This is an optimization exercise on Yosys and OpenROAD, whose aim is small area, not a production implementation. Only simulation tests tie the RTL to the original design; equivalence was not proved.

== lane 1 ==
==> module tcam_word_gen, before the edit <==
module tcam_word_gen (
    input  logic [RULES-1:0]  g,
    input  logic [IDX_W-1:0]  s,
    output logic [WORD_W-1:0] word
);
    logic [62:0] l5;
    logic [46:0] l4;
    logic [38:0] l3;
    logic [34:0] l2;
    logic [32:0] l1;
    logic [31:0] l0;
    for (genvar i = 0; i < 63; i++) begin : g_l5
        tcam_mux2i u (.a0(g[i]), .a1(g[(i + 32) % 64]), .s(s[5]), .y(l5[i]));
    end
    for (genvar i = 0; i < 47; i++) begin : g_l4
        tcam_mux2i u (.a0(l5[i]), .a1(l5[i + 16]), .s(s[4]), .y(l4[i]));
    end
    for (genvar i = 0; i < 39; i++) begin : g_l3
        tcam_mux2i u (.a0(l4[i]), .a1(l4[i + 8]), .s(s[3]), .y(l3[i]));
    end
    for (genvar i = 0; i < 35; i++) begin : g_l2
        tcam_mux2i u (.a0(l3[i]), .a1(l3[i + 4]), .s(s[2]), .y(l2[i]));
    end
    for (genvar i = 0; i < 33; i++) begin : g_l1
        tcam_mux2i u (.a0(l2[i]), .a1(l2[i + 2]), .s(s[1]), .y(l1[i]));
    end
    for (genvar i = 0; i < 32; i++) begin : g_l0
        tcam_mux2i u (.a0(l1[i]), .a1(l1[i + 1]), .s(s[0]), .y(l0[i]));
    end
    assign word = l0;
endmodule
==> module tcam_mem_ctrl, before the edit <==
module tcam_mem_ctrl (
    input  logic              in_clk,
    input  logic              in_rstn,
    input  logic              in_upd_valid,
    output logic              out_upd_ready,
    input  logic [IDX_W-1:0]  in_upd_idx,
    input  logic [KEY_W-1:0]  in_upd_key,
    input  logic [KEY_W-1:0]  in_upd_care,
    input  logic              in_upd_en,
    input  logic              in_srch_valid,
    output logic              out_srch_ready,
    input  logic [KEY_W-1:0]  in_srch_key,
    output logic              out_rslt_valid,
    output logic [IDX_W-1:0]  out_rslt_pma,
    output logic              out_rslt_hit,
    output logic              out_busy,
    output logic              out_csb,
    output logic              out_web,
    output logic [3:0]        out_wmask,
    output logic [KEY_W-1:0]  out_addr,
    output logic [WORD_W-1:0] out_wdata,
    input  logic [IDX_W-1:0]  in_pma
);
    logic              idle, init;
    logic [2:0]        vld;
    logic              vld3;
    logic              hp1, hp2;
    logic [IDX_W-1:0]  t;
    logic [IDX_W-1:0]  idx;
    logic              pend;
    logic [ENC_W-1:0]  stg;
    logic [RULES-1:0][ENC_W-1:0] ring;
    logic upd_acc, srch_acc, sweep, last, ins;
    logic [ENC_W-1:0]  new_enc, ins_val;
    logic [KEY_W-1:0]  kk, k, kn;
    logic [3:0]        en_b;
    logic [RULES-1:0]  gn;
    logic [WORD_W-1:0] wn;
    logic              ovr;
    assign out_upd_ready  = idle;
    assign out_srch_ready = idle & ~in_upd_valid;
    assign out_busy       = ~idle;
    assign out_wmask      = 4'hF;
    assign out_rslt_valid = vld[2];
    assign out_rslt_pma   = in_pma;
    assign out_rslt_hit   = hp2;
    assign out_web        = vld[0];
    assign upd_acc  = idle & in_upd_valid;
    assign srch_acc = idle & ~in_upd_valid & in_srch_valid;
    assign sweep    = ~idle & ~init;
    assign last     = (&out_addr[6:0]) & (&out_addr[9:8]) & (out_addr[7] | ~init);
    always_comb begin
        for (int j = 0; j < KEY_W; j++) begin
            new_enc[2*j]   = in_upd_care[j] &  in_upd_key[j];
            new_enc[2*j+1] = in_upd_care[j] & ~in_upd_key[j];
            if (j % SUB_W == 0 && !in_upd_en) begin
                new_enc[2*j]   = 1'b1;
                new_enc[2*j+1] = 1'b1;
            end
        end
        new_enc[ENC_W-1:ENC_W-2] = ~new_enc[ENC_W-1:ENC_W-2];
    end
    assign ins = init | (pend & (t == ~idx));
    always_comb begin
        ins_val = stg;
        for (int b = 0; b < BLOCKS; b++) begin
            ins_val[2*SUB_W*b]   = stg[2*SUB_W*b]   | init;
            ins_val[2*SUB_W*b+1] = stg[2*SUB_W*b+1] | init;
        end
    end
    always_comb begin
        for (int b = 0; b < BLOCKS; b++)
            en_b[b] = ~sweep | (out_addr[9:8] == 2'(b));
        kk = out_addr;
        if (sweep)
            for (int b = 1; b < BLOCKS; b++)
                kk[SUB_W*b +: SUB_W] = out_addr[SUB_W-1:0];
        for (int j = 0; j < KEY_W; j++) begin
            k[j]  = en_b[j / SUB_W] &  kk[j];
            kn[j] = en_b[j / SUB_W] & ~kk[j];
        end
        k[KEY_W-1]  = ~k[KEY_W-1];
        kn[KEY_W-1] = ~kn[KEY_W-1];
    end
    for (genvar p = 0; p < RULES; p++) begin : g_row
        tcam_row_cmp u_cmp (.k(k), .kn(kn), .rule(ring[p]), .gn(gn[p]));
    end
    tcam_word_gen u_word_gen (
        .g    (gn),
        .s    ({t[5] ^ idx[5], t[4:0]}),
        .word (wn)
    );
    always_comb begin
        logic [SUB_W-1:0] mm;
        for (int j = 0; j < SUB_W; j++)
            mm[j] = (k[j] & stg[2*j+1]) | (kn[j] & stg[2*j]);
        ovr = ~|mm;
    end
    always_comb
        for (int r = 0; r < WORD_W; r++)
            out_wdata[r] = ~init & ((pend && idx[4:0] == 5'(r)) ? ovr : ~wn[r]);
    always_ff @(posedge in_clk or negedge in_rstn) begin
        if (!in_rstn) begin
            idle    <= 1'b0;
            init    <= 1'b1;
            vld     <= '0;
            out_csb <= 1'b1;
        end else begin
            vld     <= {vld[1:0], srch_acc};
            out_csb <= 1'b1;
            if (init) begin
                if (!out_csb && last) begin
                    init <= 1'b0;
                    idle <= 1'b1;
                end else
                    out_csb <= 1'b0;
            end else if (idle) begin
                if (upd_acc) begin
                    idle <= 1'b0;
                    if (vld == '0)
                        out_csb <= 1'b0;
                end else if (srch_acc)
                    out_csb <= 1'b0;
            end else begin
                if (out_csb) begin
                    if ({vld3, vld} == '0)
                        out_csb <= 1'b0;
                end else if (last)
                    idle <= 1'b1;
                else
                    out_csb <= 1'b0;
            end
        end
    end
    always_ff @(posedge in_clk) begin
        vld3 <= vld[2];
        hp1  <= ~&gn;
        hp2  <= hp1;
        t    <= t + 1'b1;
        if (upd_acc) begin
            idx <= in_upd_idx;
            stg <= new_enc;
        end
        if (upd_acc)
            pend <= 1'b1;
        else if (init || t == ~idx)
            pend <= 1'b0;
        ring[0] <= ins ? ins_val : ring[RULES-1];
        for (int p = 1; p < RULES; p++)
            ring[p] <= ring[p-1];
        if (srch_acc)
            out_addr <= in_srch_key;
        else begin
            out_addr[KEY_W-1:10] <= '0;
            if (out_csb | idle)
                out_addr[9:0] <= {2'b00, idle ? in_upd_idx[5] : (~init & idx[5]), 7'd0};
            else begin
                out_addr[6:0] <= out_addr[6:0] + 1'b1;
                if (init)
                    out_addr[9:7] <= out_addr[9:7] + {2'b00, &out_addr[6:0]};
                else
                    out_addr[9:8] <= out_addr[9:8] + {1'b0, &out_addr[6:0]};
            end
        end
    end
endmodule
make LEC_CHECK=0 CAP_MARGIN=20 CORE_MARGIN=2 CORE_UTILIZATION=65 CTS_BUF_LIST=sky130_fd_sc_hd__clkbuf_16 CTS_CLUSTER_DIAMETER=60 CTS_CLUSTER_SIZE=30 PLACE_DENSITY=0.75 SLEW_MARGIN=20 SYNTH_HIERARCHICAL=1 finish   # period 10.0 ns
run.sh (not shown) runs the stock make flow with config.mk's settings and CLKGATE_MAP_FILE= SYNTH_SCRIPT=/design/flow/synth_recipe.tcl, a recipe that flattens the netlist after the stock synthesis.
Changes in lane 4 relative to lane 1:
--- a/flow/design.v
+++ b/flow/design.v
@@ -65,35 +65,21 @@
 module tcam_word_gen (
     input  logic [RULES-1:0]  g,
     input  logic [IDX_W-1:0]  s,
     output logic [WORD_W-1:0] word
 );
-    logic [62:0] l5;
-    logic [46:0] l4;
-    logic [38:0] l3;
-    logic [34:0] l2;
-    logic [32:0] l1;
-    logic [31:0] l0;
-    for (genvar i = 0; i < 63; i++) begin : g_l5
-        tcam_mux2i u (.a0(g[i]), .a1(g[(i + 32) % 64]), .s(s[5]), .y(l5[i]));
-    end
-    for (genvar i = 0; i < 47; i++) begin : g_l4
-        tcam_mux2i u (.a0(l5[i]), .a1(l5[i + 16]), .s(s[4]), .y(l4[i]));
-    end
-    for (genvar i = 0; i < 39; i++) begin : g_l3
-        tcam_mux2i u (.a0(l4[i]), .a1(l4[i + 8]), .s(s[3]), .y(l3[i]));
-    end
-    for (genvar i = 0; i < 35; i++) begin : g_l2
-        tcam_mux2i u (.a0(l3[i]), .a1(l3[i + 4]), .s(s[2]), .y(l2[i]));
-    end
-    for (genvar i = 0; i < 33; i++) begin : g_l1
-        tcam_mux2i u (.a0(l2[i]), .a1(l2[i + 2]), .s(s[1]), .y(l1[i]));
-    end
-    for (genvar i = 0; i < 32; i++) begin : g_l0
-        tcam_mux2i u (.a0(l1[i]), .a1(l1[i + 1]), .s(s[0]), .y(l0[i]));
-    end
-    assign word = l0;
+    logic [5:0][31:0] l;
+    for (genvar i = 0; i < 32; i++) begin : g_par
+        tcam_mux2i u (.a0(g[2*i]), .a1(g[2*i+1]), .s(s[0]), .y(l[0][i]));
+    end
+    for (genvar k = 1; k < 6; k++) begin : g_lvl
+        for (genvar i = 0; i < 32; i++) begin : g_bit
+            tcam_mux2i u (.a0(l[k-1][i]), .a1(l[k-1][(i + (1 << (k - 1))) % 32]),
+                          .s(s[k]), .y(l[k][i]));
+        end
+    end
+    assign word = l[5];
 endmodule
 import tcam_mem_ctrl_pkg::*;
 module tcam_mem_ctrl (
     input  logic              in_clk,
     input  logic              in_rstn,
@@ -154,11 +140,11 @@
                 new_enc[2*j+1] = 1'b1;
             end
         end
         new_enc[ENC_W-1:ENC_W-2] = ~new_enc[ENC_W-1:ENC_W-2];
     end
-    assign ins = init | (pend & (t == ~idx));
+    assign ins = init | (pend & (t == ~{idx[4:0], idx[5]}));
     always_comb begin
         ins_val = stg;
         for (int b = 0; b < BLOCKS; b++) begin
             ins_val[2*SUB_W*b]   = stg[2*SUB_W*b]   | init;
             ins_val[2*SUB_W*b+1] = stg[2*SUB_W*b+1] | init;
@@ -181,11 +167,11 @@
     for (genvar p = 0; p < RULES; p++) begin : g_row
         tcam_row_cmp u_cmp (.k(k), .kn(kn), .rule(ring[p]), .gn(gn[p]));
     end
     tcam_word_gen u_word_gen (
         .g    (gn),
-        .s    ({t[5] ^ idx[5], t[4:0]}),
+        .s    (t + {5'd0, idx[5]}),
         .word (wn)
     );
     always_comb begin
         logic [SUB_W-1:0] mm;
         for (int j = 0; j < SUB_W; j++)
@@ -237,11 +223,11 @@
             idx <= in_upd_idx;
             stg <= new_enc;
         end
         if (upd_acc)
             pend <= 1'b1;
-        else if (init || t == ~idx)
+        else if (init || t == ~{idx[4:0], idx[5]})
             pend <= 1'b0;
         ring[0] <= ins ? ins_val : ring[RULES-1];
         for (int p = 1; p < RULES; p++)
             ring[p] <= ring[p-1];
         if (srch_acc)
[summary]
When lane 4 is set beside lane 1, its routed wire length turns out to be 6.4% smaller. Going from lane 1 to lane 4, clock buffer count in the final layout shrinks by 2. Combined area of all synthesized cells in lane 4 vs lane 1: down about 0.38%. On final worst slack: between lane 1 and lane 4, it ends up lower for lane 4. ~same hold slack in lane 1 and lane 4. Lane 4 drops fewer vias than lane 1. Delta (lane 4 minus lane 1): final cell count without fillers dropped about 0.8%, final area dropped 940 sq um, minimum clock period after layout climbed 0.012 ns, fmax barely changed, core area barely changed.

## port drivers added, routing unchanged
The flow's constraints put no driver on any port. The routed layouts listed below were extracted and timed again, unchanged, in two steps.
Step 1, drivers: a clkbuf_16 drives in_clk and a buf_2 each remaining input, both assumed.
Step 2, shift: input delay + t, output delay - t, t = (earliest + latest rising clock arrival at the registers) / 2. This alone moves slack from input paths to output paths.
Three values: ideal ports, drivers, drivers and shift; two values: the first two.
run | t (ns) | setup slack, ns | worst register clock-pin slew, ns | worst data-port slew with drivers (ns)
lane 1 | 0.905 | 0.277 / 0.184 / 1.088 | 0.11 / 0.11 | 0.10
lane 4 | 0.887 | 0.265 / 0.181 / 1.068 | 0.11 / 0.11 | 0.06
After both steps every run listed still meets setup and hold.
